Background: an optimization exercise with open tools, aiming at small area and few clock cycles per item. Do not read the settings as production practice.
Where RTL was checked, it was by simulation tests only, not by an equivalence proof against the original.
For run 3, only the layout was checked, not whether the RTL still works.
Power and IR drop assume default switching activity.

File: design/flow/constraint.sdc
create_clock -name core_clock -period 5.0 [get_ports {clk}]
set_input_delay 1.0000 -clock core_clock [delete_from_list [all_inputs] [get_ports {clk}]]
set_output_delay 1.0000 -clock core_clock [all_outputs]
set_load 0.01 [all_outputs]
File: design/flow/config.mk
export PLATFORM = sky130hd
export DESIGN_NAME = ifu_top
export DESIGN_NICKNAME = ifu_top
export VERILOG_FILES = /design/flow/design.v
export SDC_FILE = /design/flow/constraint.sdc
export NUM_CORES = 4
export LEC_CHECK = 0
export ABC_AREA = 1
export CAP_MARGIN = 20
export CORE_MARGIN = 2
export CORE_UTILIZATION = 60
export SLEW_MARGIN = 20
File: design/flow/design.v
`default_nettype none
package ifu_pkg;
    typedef logic [63:0] addr_t;
    typedef logic [63:0] word_t;
    typedef logic [1:0]  resp_t;
    typedef logic [31:0] inst_t;
    typedef logic [15:0] half_t;
    typedef enum logic [1:0] {
        SLOT0 = 2'd0,
        SLOT1 = 2'd1,
        SLOT2 = 2'd2,
        SLOT3 = 2'd3
    } slot_e;
    localparam addr_t RESET_PC = 64'h0;
    localparam int MAX_INFLIGHT = 4;
    localparam int VDEPTH = 2;
    localparam addr_t WORD_BYTES = 64'd8;
    localparam logic [1:0] FULL_OPCODE = 2'b11;
endpackage
`default_nettype wire
`timescale 1ns/1ps
`default_nettype none
module ifu_top (
    input  wire                 clk,
    input  wire                 rst_n,
    output wire ifu_pkg::addr_t araddr,
    output wire                 arvalid,
    input  wire                 arready,
    input  wire                 rvalid,
    input  wire ifu_pkg::word_t rdata,
    input  wire ifu_pkg::resp_t rresp,
    input  wire                 jump_flag,
    input  wire ifu_pkg::addr_t jump_addr,
    output wire                 inst_valid,
    input  wire                 inst_ready,
    output wire ifu_pkg::inst_t inst,
    output wire                 compressed,
    output wire ifu_pkg::resp_t rresp_out,
    output wire ifu_pkg::addr_t tval,
    output wire ifu_pkg::addr_t pc
);
    logic [63:1] pc_q;           
    logic [63:0] mem_d;          
    logic [1:0]  mem_r;
    logic        count;          
    logic        stale_req;      
    logic [1:0]  kadj;           
    logic [1:0]  nout;           
    logic [2:0]  drop;           
    logic [31:0] left_half;      
    logic [1:0]  left_resp;
    logic        left_valid;
    logic        keep_beat;
    logic        accept;
    logic        hs;
    logic        pop;
    logic        wr;
    logic        rd;
    logic [63:1] base;
    logic [63:5] base_up;
    assign base    = jump_flag ? jump_addr[63:1] : pc_q;
    assign base_up = base[63:5] + 59'd1;
    logic [1:0]  slot;
    assign slot = pc_q[2:1];
    logic        at_left;
    logic [2:0]  k;
    logic [2:0]  ksum;
    logic        can_req;
    assign at_left   = slot[1] & left_valid;
    assign keep_beat = rvalid & (drop == 3'd0);
    assign can_req   = ({1'b0, drop} + 4'(nout)) <= 4'd6;
    assign arvalid   = can_req & (jump_flag | stale_req | ((nout + 2'(count) - 2'(rd)) < 2'(ifu_pkg::VDEPTH)));
    assign k         = jump_flag ? 3'd0 : 3'(count) + 3'(nout) + 3'(at_left) + 3'(kadj);
    assign ksum      = {1'b0, base[4:3]} + k;
    assign araddr    = {ksum[2] ? base_up : base[63:5], ksum[1:0], 3'b000};
    assign accept    = arvalid & arready;
    logic        have_h;
    logic [63:0] h_data;
    logic [1:0]  h_resp;
    assign have_h = count | keep_beat;
    assign h_data = count ? mem_d : rdata;
    assign h_resp = count ? mem_r : rresp;
    logic [15:0] h0, h1;
    logic        is_comp;
    logic        fire;
    always_comb begin
        case (slot)
            2'd0: begin h0 = h_data[15:0];  h1 = h_data[31:16]; end
            2'd1: begin h0 = h_data[31:16]; h1 = h_data[47:32]; end
            2'd2: begin
                h0 = left_valid ? left_half[15:0]  : h_data[47:32];
                h1 = left_valid ? left_half[31:16] : h_data[63:48];
            end
            default: begin
                h0 = left_valid ? left_half[31:16] : h_data[63:48];
                h1 = h_data[15:0];
            end
        endcase
    end
    assign is_comp = (h0[1:0] != 2'b11);
    logic        left_ok;
    logic        left_32;
    logic        tval_up;
    assign left_ok = (left_resp == 2'b00);
    assign left_32 = (left_half[17:16] == 2'b11);
    assign tval_up = (slot == 2'd3) & left_valid & left_32 & left_ok;
    always_comb begin
        case (slot)
            2'd2:    fire = left_valid | have_h;
            2'd3:    fire = left_valid ? (~left_32 | have_h) : (have_h & is_comp);
            default: fire = have_h;
        endcase
    end
    assign hs = fire & inst_ready & ~jump_flag;
    always_comb begin
        pop = 1'b0;
        if (!jump_flag) begin
            case (slot)
                2'd0:    pop = hs & ~is_comp;
                2'd1:    pop = hs;
                default: pop = ~left_valid & have_h;
            endcase
        end
    end
    assign inst_valid = fire;
    assign inst       = {is_comp ? 16'h0 : h1, h0};
    assign compressed = is_comp;
    assign rresp_out  = (at_left & ~((slot == 2'd3) & left_32 & left_ok)) ? left_resp : h_resp;
    assign pc         = {pc_q, 1'b0};
    assign tval       = {(tval_up & (slot == 2'd3) & (pc_q[4:3] == 2'b11)) ? base_up : base[63:5],
                         tval_up ? pc_q[4:3] + 2'd1 : pc_q[4:3],
                         tval_up ? 2'b00 : slot, 1'b0};
    assign rd = pop & count;
    logic ovf;
    assign ovf = keep_beat & ~jump_flag & count & ~rd;
    assign wr  = keep_beat & ~jump_flag & ~(pop & ~count) & ~ovf;
    logic        to_next;
    logic [1:0]  slot_next;
    logic [63:1] pc_next;
    assign to_next   = (slot == 2'd3) | ((slot == 2'd2) & ~is_comp);
    assign slot_next = slot + (is_comp ? 2'd1 : 2'd2);
    assign pc_next   = {(hs & to_next & (base[4:3] == 2'b11)) ? base_up : base[63:5],
                        (hs & to_next) ? base[4:3] + 2'd1 : base[4:3],
                        hs ? slot_next : base[2:1]};
    always_ff @(posedge clk) begin
        if (wr) begin
            mem_d <= rdata;
            mem_r <= rresp;
        end
        if (pop) begin
            left_half <= h_data[63:32];
            left_resp <= h_resp;
        end
    end
    always_ff @(posedge clk or negedge rst_n) begin
        if (!rst_n) begin
            pc_q       <= '0;
            count      <= 1'b0;
            stale_req  <= 1'b0;
            kadj       <= 2'd0;
            nout       <= 2'd0;
            drop       <= 3'd0;
            left_valid <= 1'b0;
        end else begin
            pc_q <= pc_next;
            if (jump_flag) begin
                count      <= 1'b0;
                stale_req  <= 1'b0;
                kadj       <= 2'd0;
                nout       <= 2'(accept);
                drop       <= drop + 3'(nout) - 3'(rvalid);
                left_valid <= 1'b0;
            end else begin
                count <= (count & ~rd) | wr;
                if (ovf) begin
                    nout <= 2'd0;
                    drop <= drop + 3'(nout) - 3'd1 + 3'(accept);
                    if (arvalid && !arready) begin
                        stale_req <= 1'b1;
                        kadj      <= nout;
                    end
                end else if (stale_req) begin
                    nout <= nout - 2'(keep_beat);
                    if (accept) begin
                        stale_req <= 1'b0;
                        kadj      <= 2'd0;
                    end
                    drop <= drop + 3'(accept) - 3'(rvalid && drop != 3'd0);
                end else begin
                    nout  <= nout + 2'(accept) - 2'(keep_beat);
                    if (rvalid && drop != 3'd0) drop <= drop - 3'd1;
                end
                if (pop) left_valid <= 1'b1;
            end
        end
    end
endmodule
`default_nettype wire
File: design/flow/standard.sh
#!/bin/bash
# synth_recipe.tcl (not shown) runs the flow's synth.tcl, then flattens the netlist and writes it again
# the make line also repeats each setting of config.mk as NAME=value (left out here)
make -C /OpenROAD-flow-scripts/flow DESIGN_CONFIG=/design/flow/config.mk WORK_HOME=/design/flow/orfs CLKGATE_MAP_FILE= SYNTH_SCRIPT=/design/flow/synth_recipe.tcl "${@:-finish}"
File: design/flow/flow/run.sh
#!/bin/bash
# Standard ORFS layout, with the ports buffered by the smallest buffer
# instead of the delay cell buffer_ports picks by default, and a clock tree
# with fewer, larger sink clusters and no dummy loads.
set -euo pipefail
bash standard.sh \
  "BUFFER_PORTS_ARGS=-buffer_cell sky130_fd_sc_hd__buf_1" \
  "CTS_ARGS=-sink_clustering_enable -repair_clock_nets -sink_clustering_size 20 -sink_clustering_max_diameter 60 -buf_list sky130_fd_sc_hd__clkbuf_8 -dont_use_dummy_load" \
  finish > standard_flow.log 2>&1
==> results of run 1 <==
-- power breakdown --
group / total [W] / internal, W / leakage [nW] / switching, W
Clock: 0.000780 / 0.000301 / 0.122 / 0.000479
Sequential: 0.00185 / 0.00173 / 1.75 / 0.000124
Combinational: 0.00308 / 0.00104 / 3.83 / 0.00203
-- per-stage QoR --
stage,utilization,setup WS (ps),hold slack [ps],TNS [ps],power (W)
detailed placement,0.6969,36.93,474.6,0,0.004784
global route,0.7179,-50.80,494.4,-161.7,0.006063
floorplan,-,43.21,448.3,0,0.003758
global placement,0.6969,177.6,471.0,0,0.004727
CTS,0.7086,54.94,490.0,0,0.005546
finish,0.7179,81.66,480.7,0,0.005706
-- how the worst max path moves through the flow --
stage                       to  slack, ps
floorplan              drop[2]         40
global placement       drop[2]        180
detailed placement     drop[2]         40
CTS                 araddr[63]         50
global route        araddr[63]        -50
finish              araddr[63]         80
-- area by class of cell --
type,count,area (sq um),share of cell area
Multi-Input combinational cell,1251,6741,0.4626
Sequential cell,173,4836,0.3318
Timing Repair Buffer,425,1963,0.1347
Inverter,119,455.4,0.03125
Tap cell,270,337.8,0.02318
Clock buffer,17,234.0,0.01606
Antenna cell,2,5.005,0.0003434
-- sequential cells by signal (all words and copies together), names as in the netlist --
name and flops:
nout 2, count 1, drop 3, kadj 2, mem_d 64, stale_req 1
left_resp 2, mem_r 2, left_half 32, pc_q 63, left_valid 1
-- placed cells by master (no fill, tap or decap), types with 9 or more instances in the layout --
cell / synthesis / layout
nand2_1: 443 / 442
o21ai_2: 14 / 14
nand4_1: 19 / 19
dfrtp_1: 73 / 70
nand3_1: 63 / 63
a211oi_1: 23 / 22
o22ai_1: 24 / 24
buf_1: 14 / 348
or2_2: 45 / 45
o21ai_0: 194 / 193
nand2_2: 9 / 9
edfxtp_1: 100 / 100
xnor2_1: 11 / 11
o21ai_1: 53 / 53
inv_2: 12 / 12
clkbuf_8: 0 / 17
mux2i_1: 30 / 30
nor3_1: 24 / 24
inv_1: 106 / 105
a21oi_1: 19 / 19
ha_1: 21 / 21
buf_4: 16 / 61
nor2_1: 123 / 121
xor2_1: 56 / 55
-- layer usage --
metal / wire length [microns] / GRT usage / vias to the layer above
li1: - / - / 6173
met1: 15900 / 0.4489 / 6057
met2: 20100 / 0.6216 / 678
met3: 3754 / 0.07654 / 115
met4: 1725 / 0.1567 / 2
met5: 16 / 0 / -
-- repair_timing --
item / 4_1_cts / 5_1_grt
endpoints found under the setup margin: 5 / 50
pin swaps: 0 / 1
gates resized for setup: 2 / 25
buffers inserted: 0 / 7
gates cloned: 0 / 3
-- logic make-up (layout without fill, tap and decap cells) --
kind of cell,count (synthesis),after routing,synth area share
and+or+nand+nor,767,768,0.2722
xor gates and xnor gates,68,68,0.04859
adders and majority gates,26,26,0.02924
other,1,7,0.0003022
buffers and inverters,209,561,0.07430
DFF,173,173,0.3892
AOI/OAI and AO/OA,352,352,0.1600
muxes,32,32,0.02621
==> reports/metrics.yaml, run 1 <==
grt_pass1_wl_microns: 62900
worst_setup_path_startpoint: "count"
worst-r2r-setup-slack_ps: 370
startpoint_type: "register"
maxSlewHeadroom: 0.4340
rsz_0062_raised_after_global_routing: "yes"
antenna_violating_nets_post_route: 0
cts_buffer_depth: 2
power.ir.vdd_worst_mv: 0.1908
route.vias.total: 13030
min_period_over_period: 0.9837
yosys-top-cells-area: "edfxtp_1 (24%), dfrtp_1 (15%), nand2_1 (13%), o21ai_0 (7.8%), xor2_1 (4.0%)"
worstPathArrival_ps: 3920
finalWorstPathRequiredPeriod_ps: 4918
dominantRegCellSynth: "edfxtp_1"
worst-path-max-fanout: 7
layout.nets: 2149
post_cts_hold_buffer_count: 0
synth_largest_type_area_fraction: 0.2420
syn_to_final_growth_pct: 17.42
grt_remaining_overflow: 0
synth.cell_area_sq_mm: 0.01241
die_width_microns: 147.8
worstReg2RegStart: "count"
grt_max_degree: 77
yosys_register_bits: 173
reg2regPathDepth: 30
rr_endpoint: "drop[2]"
first_iter_violations: 976
synthesis.yosys.warnings: 1
cts_tree: "done"
post-route-cell-area_sq_mm: 0.01457
path_class: "register to output port"
cpMostUsedCell: "fa_1"
io-pin-count: 365
post-synth-top-count-cell: "nand2_1"
path_delay_family: "adder cells"
clock_h_tree_levels: 4
grt_antenna_before_repair: 3
dp_hpwl_microns: 30590
placeableCoreArea_sq_mm: 0.02030
clockRootBuffer: "clkbuf_8"
firstDrtPassIters: 5
fraction_of_layout_instances_using_a_drive_strength_above_1: 0.1093
timing.final.setup_violations: 0
ys_top_cells_by_count: "nand2_1 (443), o21ai_0 (194), nor2_1 (123), inv_1 (106), edfxtp_1 (100)"
route.detailed.wl_per_inst_microns: 18.39
drv.max_cap_violation_count: 0
end_kind: "output port"
timing.critical_path.depth: 12
grt_use_total: 0.3642
worst-slew-pin-transition_ps: 848.1
routabilityCongestion: 0.9413
count_of_flip_flops_with_a_built_in_enable_after_synthesis: 100
drt-vias-per-instance: 5.771
die_ar_sq_mm: 0.02185
post_layout_nonfiller_instances: 2257
most_area_hungry_cell_type_in_the_yosys_netlist: "edfxtp_1"
async_set_or_reset_register_ratio_after_synthesis: 0.4220
critical-path-max-stage-delay_ps: 580
hold_class: "input pin to async pin"
drt-total-wl_microns: 41500
hold_fails_final_rpt: 0
fill_cells: 1744
worst_skew_pair.late_latency_ps: 490
grt_pass1_vias: 12190
drc: 0
leakagePower_nw: 5.699
crit_path_cell_trace: "fa_1 > ha_1 > fa_1 > nand2_1 > fa_1 > or2_2 > nand2_8 > clkinvlp_4 > buf_4 > o21ai_1 > buf_4 > clkbuf_2"
tritoncts.num_buffers: 17
synthDistinctLibCells: 54
power_density_mw_per_mm2: 391.5
syn_avg_cell_area_sq_um: 7.623
die_y_microns: 147.8
clk_transition_reported_paths_ps: 100
outcome: "no timing/DRC/antenna violations"
cts_sinks: 173
port-buffer-count: 358
core.rowCount: 52
timing.final.max_slew_violations: 0
cp.buffers_inverters: 4
clock-skew-final_ps: 34.25
cp.required_ps: 4000
yosysSeqAreaShare: 0.3892
synthCells: 1628
placed_cells_incl_taps: 2228
timing.critical_path.slowest_stage_cell: "dfrtp_4"
max_clock_freq_mhz: 203.3
initial_utilization: 0.6114
dpl-instance-area_sq_mm: 0.01415
Testbench counts, summed over its fixed seeds: cycles 57,193, items 40,294.
==> run 2: changes to the inputs <==
--- a/design/flow/flow/run.sh
+++ b/design/flow/flow/run.sh
@@ -2,5 +2,5 @@
 # Standard ORFS layout, with the ports buffered by the smallest buffer
 # instead of the delay cell buffer_ports picks by default, and a clock tree
-# with fewer, larger sink clusters and no dummy loads.
+# of clkbuf_8 cells without dummy loads.
 set -euo pipefail
 bash standard.sh \
==> run 2 against run 1 <==
Still clean. Area after synthesis stayed put. Total power unchanged. Die area did not move. Highest routed layer unchanged.
==> reports/metrics.yaml, run 2 <==
antenna_violating_nets_post_route: 0  # unchanged
most_area_hungry_cell_type_in_the_yosys_netlist: "edfxtp_1"
initial_utilization: 0.6114  # unchanged
post-synth-top-count-cell: "nand2_1"
final-seq-area_sq_mm: 0.004836  # unchanged
die_y_microns: 147.8  # unchanged
grt_pass1_wl_microns: 62900  # unchanged
fraction_of_layout_instances_using_a_drive_strength_above_1: 0.1093  # unchanged
maxSlewHeadroom: 0.4340  # unchanged
count_of_flip_flops_with_a_built_in_enable_after_synthesis: 100  # unchanged
grt_remaining_overflow: 0  # unchanged
worst_setup_path_startpoint: "count"
hold_fails_final_rpt: 0  # unchanged
firstDrtPassIters: 5  # unchanged
grt_pass1_vias: 12190  # unchanged
power_density_mw_per_mm2: 391.5  # unchanged
reg.largest.list: "mem_d x64, pc_q x63, left_half x32"
grt_antenna_before_repair: 3  # unchanged
hold_class: "input pin to async pin"
end_kind: "output port"
port-buffer-count: 358  # unchanged
internal-power_w: 0.003072  # unchanged
clk_transition_reported_paths_ps: 100  # about the same
max_clock_freq_mhz: 203.3  # unchanged
post_cts_hold_buffer_count: 0  # unchanged
outcome: "no timing/DRC/antenna violations"
post-route-cell-area_sq_mm: 0.01457  # unchanged
min_period_over_period: 0.9837  # unchanged
reg2regPathDepth: 30  # unchanged
power.switching_fraction: 0.4616  # unchanged
syn_avg_cell_area_sq_um: 7.623  # unchanged
die_width_microns: 147.8  # unchanged
clock-skew-final_ps: 34.25  # unchanged
flip_flop_count_of_the_largest_register_all_copies_and_words_added: 64  # unchanged
place_worst_setup_slack_ps: 36.93  # unchanged
timing.final.max_slew_violations: 0  # unchanged
worstReg2RegStart: "count"
seq_power_share: 0.324  # about the same
worst-r2r-setup-slack_ps: 370  # about the same
placeableCoreArea_sq_mm: 0.02030  # unchanged
dominantRegCellSynth: "edfxtp_1"
layout.nets: 2149  # unchanged
grt_max_degree: 77  # unchanged
drt-total-wl_microns: 41500  # unchanged
cts_sinks: 173  # unchanged
yosysSeqAreaShare: 0.3892  # unchanged
synthCells: 1628  # unchanged
synthDistinctLibCells: 54  # unchanged
worst-slew-pin-transition_ps: 848.1  # unchanged
path_class: "register to output port"
async_set_or_reset_register_ratio_after_synthesis: 0.4220  # unchanged
yosys_register_bits: 173  # unchanged
ys_top_cells_by_count: "nand2_1 (443), o21ai_0 (194), nor2_1 (123), inv_1 (106), edfxtp_1 (100)"
switchingPower_w: 0.002634  # unchanged
synthesis.yosys.warnings: 1  # unchanged
routabilityCongestion: 0.9413  # unchanged
worst_skew_pair.late_latency_ps: 490  # about the same
setup_ws_ps: 81.66  # unchanged
worst-path-max-fanout: 7  # unchanged
grt_use_total: 0.3642  # unchanged
synth_largest_type_area_fraction: 0.2420  # unchanged
worstPathArrival_ps: 3920  # about the same
drt-vias-per-instance: 5.771  # unchanged
route.detailed.wl_per_inst_microns: 18.39  # unchanged
dpl-instance-area_sq_mm: 0.01415  # unchanged
drv.max_cap_violation_count: 0  # unchanged
pwr-share-comb: 0.539  # about the same
die_ar_sq_mm: 0.02185  # unchanged
startpoint_type: "register"
rsz_0062_raised_after_global_routing: "yes"
final_cell_mix: "nand2_1 (442), buf_1 (348), o21ai_0 (193), nor2_1 (121), inv_1 (105)"
leakagePower_nw: 5.699  # unchanged
power.ir.vdd_worst_mv: 0.1908  # unchanged
rr_endpoint: "drop[2]"
drc: 0  # unchanged
timing.final.setup_violations: 0  # unchanged
first_iter_violations: 976  # unchanged
yosys-top-cells-area: "edfxtp_1 (24%), dfrtp_1 (15%), nand2_1 (13%), o21ai_0 (7.8%), xor2_1 (4.0%)"
dp_hpwl_microns: 30590  # unchanged
cts_buffer_depth: 2  # unchanged
synth.cell_area_sq_mm: 0.01241  # unchanged
layout.cells.most_common: "nand2_1"
clock_h_tree_levels: 4  # unchanged
final_core_utilization: 0.7179  # unchanged
cts_tree: "done"
fill_cells: 1744  # unchanged
clock_power_share: 0.137  # about the same
largest_register: "mem_d"
route.vias.total: 13030  # unchanged
syn_to_final_growth_pct: 17.42  # unchanged
finalWorstPathRequiredPeriod_ps: 4918  # unchanged
io-pin-count: 365  # unchanged
tritoncts.num_buffers: 17  # unchanged
multiInputGateArea_sq_mm: 0.006741  # unchanged
cp.required_ps: 4000  # about the same
core.rowCount: 52  # unchanged
clockRootBuffer: "clkbuf_8"
-- run 2: cell counts after synthesis --
Identical to the previous run, type by type.
-- run 2: worst max-delay path, cell delays in order (launching register included) --
cell        delay [ps]
dfrtp_4            580
fa_1               500
ha_1               200
fa_1               480
nand2_1             70
fa_1               420
or2_2              360
nand2_8            140
clkinvlp_4         120
buf_4              140
o21ai_1            130
buf_4              160
clkbuf_2           140
-- run 2: layout make-up --
type	instances	share of cell area
clock buffer	17	0.01606
inverter	119	0.03125
sequential	173	0.3318
tap	270	0.02318
antenna	2	0.0003434
multi-input combinational	1251	0.4626
timing repair buffer	425	0.1347
-- run 2: what timing repair did --
item / 4_1_cts / 5_1_grt
cloned: 0 / 3
resized for setup: 2 / 25
buffers inserted: 0 / 7
endpoints found under the setup margin: 5 / 50
pin swaps: 0 / 1
-- run 2: metal layers --
metal / part of all wire / vias to the layer above / track usage
met1: 0.38 / 6057 / 0.4489
met5: 0.00039 / - / 0
met3: 0.090 / 115 / 0.07654
met4: 0.042 / 2 / 0.1567
met2: 0.48 / 678 / 0.6216
li1: - / 6173 / -
-- run 2: stage by stage --
step | total power (W) | instances | hold slack, ps | setup TNS, ps
floorplan | 0.003758 | 1632 | 448.3 | 0
global placement | 0.004727 | 2228 | 471.0 | 0
detailed placement | 0.004784 | 2228 | 474.6 | 0
CTS | 0.005546 | 2245 | 490.0 | 0
global route | 0.006063 | 2257 | 494.4 | -161.7
finish | 0.005706 | 2257 | 480.7 | 0
-- run 2: power by group through the flow --
stage	sequential (W)	combinational, W	clock (W)
finish	0.00185	0.00308	0.000780
global route	0.00187	0.00337	0.000826
CTS	0.00186	0.00291	0.000775
detailed placement	0.00188	0.00290	0
global placement	0.00188	0.00285	0
floorplan	0.00187	0.00189	0
-- run 2: worst max path at each step --
stage,cells past startpoint,to
final,12,araddr[63]
after global routing,12,araddr[63]
after CTS,13,araddr[63]
after detailed placement,30,drop[2]
after global placement,30,drop[2]
after floorplan,29,drop[2]
-- run 2: logic make-up (layout without fill, tap and decap cells) --
group	Yosys count	count (layout)	synth area share
xor gates and xnor gates	68	68	0.04859
DFF	173	173	0.3892
and+or+nand+nor	767	768	0.2722
adders and majority gates	26	26	0.02924
buffers and inverters	209	561	0.07430
AOI/OAI and AO/OA	352	352	0.1600
other	1	7	0.0003022
muxes	32	32	0.02621
==> run 3: changes to the inputs <==
--- a/design/flow/design.v
+++ b/design/flow/design.v
@@ -44,4 +44,5 @@
     logic [1:0]  mem_r;
     logic        count;          
+    logic        pend;           
     logic        stale_req;      
     logic [1:0]  kadj;           
@@ -57,4 +58,6 @@
     logic        wr;
     logic        rd;
+    logic        ovf;
+    logic        ovf_now;
     logic [63:1] base;
     logic [63:5] base_up;
@@ -70,7 +73,10 @@
     assign keep_beat = rvalid & (drop == 3'd0);
     assign can_req   = ({1'b0, drop} + 4'(nout)) <= 4'd6;
-    assign arvalid   = can_req & (jump_flag | stale_req | ((nout + 2'(count) - 2'(rd)) < 2'(ifu_pkg::VDEPTH)));
+    logic [2:0]  ksum0;
+    assign arvalid   = can_req & (jump_flag | stale_req |
+                                  (((ovf_now ? 2'd0 : nout) + 2'(count) - 2'(rd)) < 2'(ifu_pkg::VDEPTH)));
     assign k         = jump_flag ? 3'd0 : 3'(count) + 3'(nout) + 3'(at_left) + 3'(kadj);
-    assign ksum      = {1'b0, base[4:3]} + k;
+    assign ksum0     = {1'b0, base[4:3]} + k;
+    assign ksum      = ovf_now ? ksum0 - 3'd1 : ksum0;
     assign araddr    = {ksum[2] ? base_up : base[63:5], ksum[1:0], 3'b000};
     assign accept    = arvalid & arready;
@@ -132,6 +138,14 @@
                          tval_up ? 2'b00 : slot, 1'b0};
     assign rd = pop & count;
-    logic ovf;
-    assign ovf = keep_beat & ~jump_flag & count & ~rd;
+    logic        m_pop;
+    always_comb begin
+        case (slot)
+            2'd0:    m_pop = inst_ready & (mem_d[1:0] == 2'b11);
+            2'd1:    m_pop = inst_ready;
+            default: m_pop = ~left_valid;
+        endcase
+    end
+    assign ovf     = keep_beat & ~jump_flag & count & ~m_pop;
+    assign ovf_now = ovf & ~pend;
     assign wr  = keep_beat & ~jump_flag & ~(pop & ~count) & ~ovf;
     logic        to_next;
@@ -156,4 +170,5 @@
         if (!rst_n) begin
             pc_q       <= '0;
+            pend       <= 1'b0;
             count      <= 1'b0;
             stale_req  <= 1'b0;
@@ -164,4 +179,5 @@
         end else begin
             pc_q <= pc_next;
+            pend <= arvalid & ~arready;
             if (jump_flag) begin
                 count      <= 1'b0;
@@ -173,5 +189,8 @@
             end else begin
                 count <= (count & ~rd) | wr;
-                if (ovf) begin
+                if (ovf_now) begin
+                    nout <= 2'(accept);
+                    drop <= drop + 3'(nout) - 3'd1;
+                end else if (ovf) begin
                     nout <= 2'd0;
                     drop <= drop + 3'(nout) - 3'd1 + 3'(accept);
==> design/flow/flow/run.sh (replaced) <==
#!/bin/bash
# Standard ORFS layout, with the ports buffered by the smallest buffer
# instead of the delay cell buffer_ports picks by default, and a clock tree
# with fewer, larger sink clusters and no dummy loads.
set -euo pipefail
bash standard.sh \
  "BUFFER_PORTS_ARGS=-buffer_cell sky130_fd_sc_hd__buf_1" \
  "CTS_ARGS=-sink_clustering_enable -repair_clock_nets -sink_clustering_size 20 -sink_clustering_max_diameter 60 -buf_list sky130_fd_sc_hd__clkbuf_16 -dont_use_dummy_load" \
  finish > standard_flow.log 2>&1
==> run 3 against run 2 <==
Still clean. Sequential cell count increased by 1. Maximum frequency decreased by 0.21%. Sequential share of layout area decreased by 1.8 points. Total power increased by 9.7%. Register-to-register slack got worse by 30 ps. Critical path depth increased by 5. Global-route usage increased by 2.1 points. Combinational power increased by 7.1%. Highest routed layer is now met4.
==> reports/metrics.yaml, run 3 <==
synthCells: 1756  # +7.9%
post-synth-top-count-cell: "nand2_1"
post_cts_hold_buffer_count: 0  # unchanged
grt_pass1_wl_microns: 66250  # +5.3%
multiInputGateArea_sq_mm: 0.007003  # +3.9%
layout.nets: 2290  # +6.6%
timing.final.setup_violations: 0  # unchanged
timing.hold.worst.start: "kadj[1]"
startpoint_type: "register"
clock-skew-final_ps: 35.11  # +0.8612 ps
drt-vias-per-instance: 5.776  # about the same
fill_cells: 1717  # -1.5%
grt_use_total: 0.3849  # +0.02071
ys_top_cells_by_count: "nand2_1 (608), o21ai_0 (195), inv_1 (137), nor2_1 (121), edfxtp_1 (100)"
reg.largest.list: "mem_d x64, pc_q x63, left_half x32"
layout.cells.most_common: "nand2_1"
hold_class: "register to register"
worst-slew-pin-transition_ps: 882.9  # +34.89 ps
dp_hpwl_microns: 33360  # +9.1%
maxSlewHeadroom: 0.4105  # -0.02350
routabilityCongestion: 0.9785  # +4.0%
power_density_mw_per_mm2: 405.1  # +3.4%
max_clock_freq_mhz: 202.9  # -0.21%
synth_largest_type_area_fraction: 0.2369  # -0.005040
pwr-share-comb: 0.527  # -0.012
most_area_hungry_cell_type_in_the_yosys_netlist: "edfxtp_1"
syn_to_final_growth_pct: 21.89
min_period_over_period: 0.9858  # +0.002083
syn_avg_cell_area_sq_um: 7.218  # -5.3%
seq_power_share: 0.294  # -0.030
hold_fails_final_rpt: 0  # unchanged
yosys_register_bits: 174  # +0.58%
cts_tree: "done"
die_ar_sq_mm: 0.02230  # +2.1%
initial_utilization: 0.6068  # -0.004610
worstReg2RegStart: "left_valid"
worst_hold_slack_ps: 480.3  # -0.4170 ps
clk_transition_reported_paths_ps: 50  # -50 ps
power.switching_fraction: 0.4428  # -0.01874
first_iter_violations: 1337  # +37%
cp.required_ps: 4000  # about the same
antenna_violating_nets_post_route: 0  # unchanged
yosys-top-cells-area: "edfxtp_1 (24%), nand2_1 (18%), dfrtp_1 (15%), o21ai_0 (7.7%), xor2_1 (4.1%)"
io-pin-count: 365  # unchanged
count_of_flip_flops_with_a_built_in_enable_after_synthesis: 100  # unchanged
tritoncts.num_buffers: 17  # unchanged
fraction_of_layout_instances_using_a_drive_strength_above_1: 0.1239  # +0.01456
power.ir.vdd_worst_mv: 0.2315  # +21%
worst_skew_pair.late_latency_ps: 450  # -40 ps
groute.layer.met3.usage: 0.07920  # +0.002662
grt_pass1_vias: 12430  # +2.0%
die_y_microns: 149.3  # +1.0%
drt-total-wl_microns: 45230  # +9.0%
whs_path_depth: 2
finalWorstPathRequiredPeriod_ps: 4929  # +10.42 ps
final_cell_mix: "nand2_1 (596), buf_1 (301), o21ai_0 (148), inv_1 (134), nor2_1 (120)"
core.rowCount: 53  # +1.9%
rsz_0062_raised_after_global_routing: "yes"
timing.final.max_slew_violations: 0  # unchanged
internal-power_w: 0.003486  # +13%
placeableCoreArea_sq_mm: 0.02089  # +2.9%
grt_max_degree: 83  # +7.8%
hold_path_sink: "kadj[1]"
grt_busiest_layer: "met2"
rr_endpoint: "drop[1]"
clock_power_share: 0.179  # +0.042
route.detailed.wl_per_inst_microns: 18.84  # +2.5%
drc: 0  # unchanged
leakagePower_nw: 6.489  # +14%
synth.cell_area_sq_mm: 0.01267  # +2.1%
synthesis.yosys.warnings: 1  # unchanged
post-route-cell-area_sq_mm: 0.01545  # +6.0%
die_width_microns: 149.3  # +1.0%
worstPathArrival_ps: 3930  # about the same
worst-path-max-fanout: 19  # +12
cts_sinks: 174  # +0.58%
reg2regPathDepth: 28  # -6.7%
path_class: "register to output port"
grt_antenna_before_repair: 2  # -1
flip_flop_count_of_the_largest_register_all_copies_and_words_added: 64  # unchanged
dominantRegCellSynth: "edfxtp_1"
global_route.usage.met1: 0.5389  # +0.09004
dpl-instance-area_sq_mm: 0.01449  # +2.4%
met2_usage: 0.6073  # -0.01429
grt_remaining_overflow: 0  # unchanged
synthDistinctLibCells: 56  # +3.7%
end_kind: "output port"
outcome: "no timing/DRC/antenna violations"
drv.max_cap_violation_count: 0  # unchanged
firstDrtPassIters: 9  # +4
crit_path_cell_trace: "nand2_2 > inv_4 > fa_1 > ha_2 > fa_1 > inv_1 > nor2_2 > fa_1 > inv_1 > ha_2 > xor2_1 > nand2_1 > nand2_4 > clkinv_8 > buf_16 > o21ai_2 > buf_6"
route.vias.total: 13860  # +6.4%
worst-r2r-setup-slack_ps: 340  # -30 ps
clock_h_tree_levels: 4  # unchanged
switchingPower_w: 0.002771  # +5.2%
async_set_or_reset_register_ratio_after_synthesis: 0.4253  # +0.003322
cpMostUsedCell: "fa_1"
port-buffer-count: 358  # unchanged
cts_buffer_depth: 2  # unchanged
critical-path-max-stage-delay_ps: 530  # -50 ps
yosysSeqAreaShare: 0.3830  # -0.006131
clockRootBuffer: "clkbuf_16"
largest_register: "mem_d"
timing.critical_path.slowest_stage_cell: "fa_1"
final-seq-area_sq_mm: 0.004856  # +0.41%
-- run 3: changes by cell type in the layout (fill, tap and decap cells not counted), sizes merged, moves of 4 or more --
cell,delta
nand2,+162
mux2i,-7
xnor2,+4
buf,+6
o22ai,-4
nand4,-9
o21ai,-12
a311o,-6
a21oi,+14
clkbuf,+5
nor3,-12
inv,+27
or2,-36
-- run 3: cell families (layout without fill, tap and decap cells) --
kind of cell / after synthesis / count (layout) / synth area share
buffers and inverters: 238 / 601 / 0.08203
AO/OA/AOI/OAI: 341 / 341 / 0.1464
multiplexers: 24 / 24 / 0.01895
XOR/XNOR: 74 / 74 / 0.05114
flip-flops: 174 / 174 / 0.3830
adder cells (fa/ha/maj): 29 / 29 / 0.03159
other: 1 / 7 / 0.0002959
AND/OR/NAND/NOR: 875 / 875 / 0.2866
-- run 3: power groups by stage --
stage / sequential (W) / combinational (W) / clock (W)
floorplan: 0.00186 / 0.00190 / 0
global placement: 0.00185 / 0.00288 / 0
detailed placement: 0.00186 / 0.00294 / 0
CTS: 0.00183 / 0.00303 / 0.00112
global route: 0.00186 / 0.00358 / 0.00116
finish: 0.00184 / 0.00330 / 0.00112
-- run 3: cell type report --
type / instances / share of cell area
Inverter: 148 / 0.03742
Tap cell: 275 / 0.02227
Multi-Input combinational cell: 1348 / 0.4533
Clock buffer: 17 / 0.02754
Sequential cell: 174 / 0.3143
Timing Repair Buffer: 436 / 0.1448
Antenna cell: 2 / 0.0003240
-- run 3: layer usage --
metal  wire (microns)  share of wire
met1            18400           0.41
met2            20530           0.45
met3             5172           0.11
met4             1125          0.025
met5                0              0
-- run 3: timing repair --
| action | CTS | global route |
|---|---|---|
| setup endpoints to repair | 45 | 58 |
| cloned | 1 | 7 |
| resized for setup | 43 | 167 |
| pin swaps | 2 | 1 |
| buffers inserted | 2 | 1 |
-- run 3: critical path: cells and delay by family, from the launching register on --
family                     cells  cell delay (ps)
adders and majority gates      5             1760
buffers and inverters          6              620
DFF                            1              400
and+or+nand+nor                4              380
AOI/OAI and AO/OA              1              180
xor gates and xnor gates       1              160
-- run 3: worst max-delay path by stage --
stage          startpoint         end  cells past startpoint
6_report       left_valid  araddr[34]                     17
3_5_place_dp       rvalid     drop[1]                     29
2_1_floorplan   rdata[32]     drop[1]                     29
5_1_grt        left_valid  araddr[13]                     17
3_3_place_gp       rvalid     drop[1]                     29
4_1_cts        left_valid  araddr[31]                     17
-- run 3: per-stage QoR --
step	total power, W	cells	util	setup slack, ps	TNS (ps)
floorplan	0.003765	1760	-	156.2	0
global placement	0.004733	2370	0.6934	127.0	0
detailed placement	0.004803	2370	0.6934	36.56	0
CTS	0.005982	2390	0.7194	-0.01910	-0.01910
global route	0.006596	2399	0.7394	-88.65	-2834
finish	0.006257	2400	0.7396	71.25	0

==> static timing again, ports no longer ideal <==
How much do the figures lean on ideal ports? The routed layouts below were timed once more, with nothing changed but the port constraints. Step 1, drivers: a clkbuf_16 drives clk and a buf_2 each remaining input, both assumed. Step 2, shift: input delay + t, output delay - t, t = (earliest + latest rising clock arrival at the registers) / 2. This alone moves slack from input paths to output paths. Slacks: ideal ports / drivers / drivers and shift; pairs: ideal ports / drivers.
| run | t, ns | slack for setup (ns) | worst hold slack (ns) |
|---|---|---|---|
| run 1 | 0.519 | 0.082 / 0.035 / 0.066 | 0.481 / 0.459 / 0.490 |
| run 2 | 0.519 | 0.082 / 0.035 / 0.066 | 0.481 / 0.459 / 0.490 |
| run 3 | 0.481 | 0.071 / 0.021 / -0.008 | 0.480 / 0.480 / 0.480 |
Met with ideal ports but missed after step 2: setup timing in run 3. The setup slack of run 3, which loses most, moves by -0.050 ns with the drivers and by -0.079 ns with both steps.
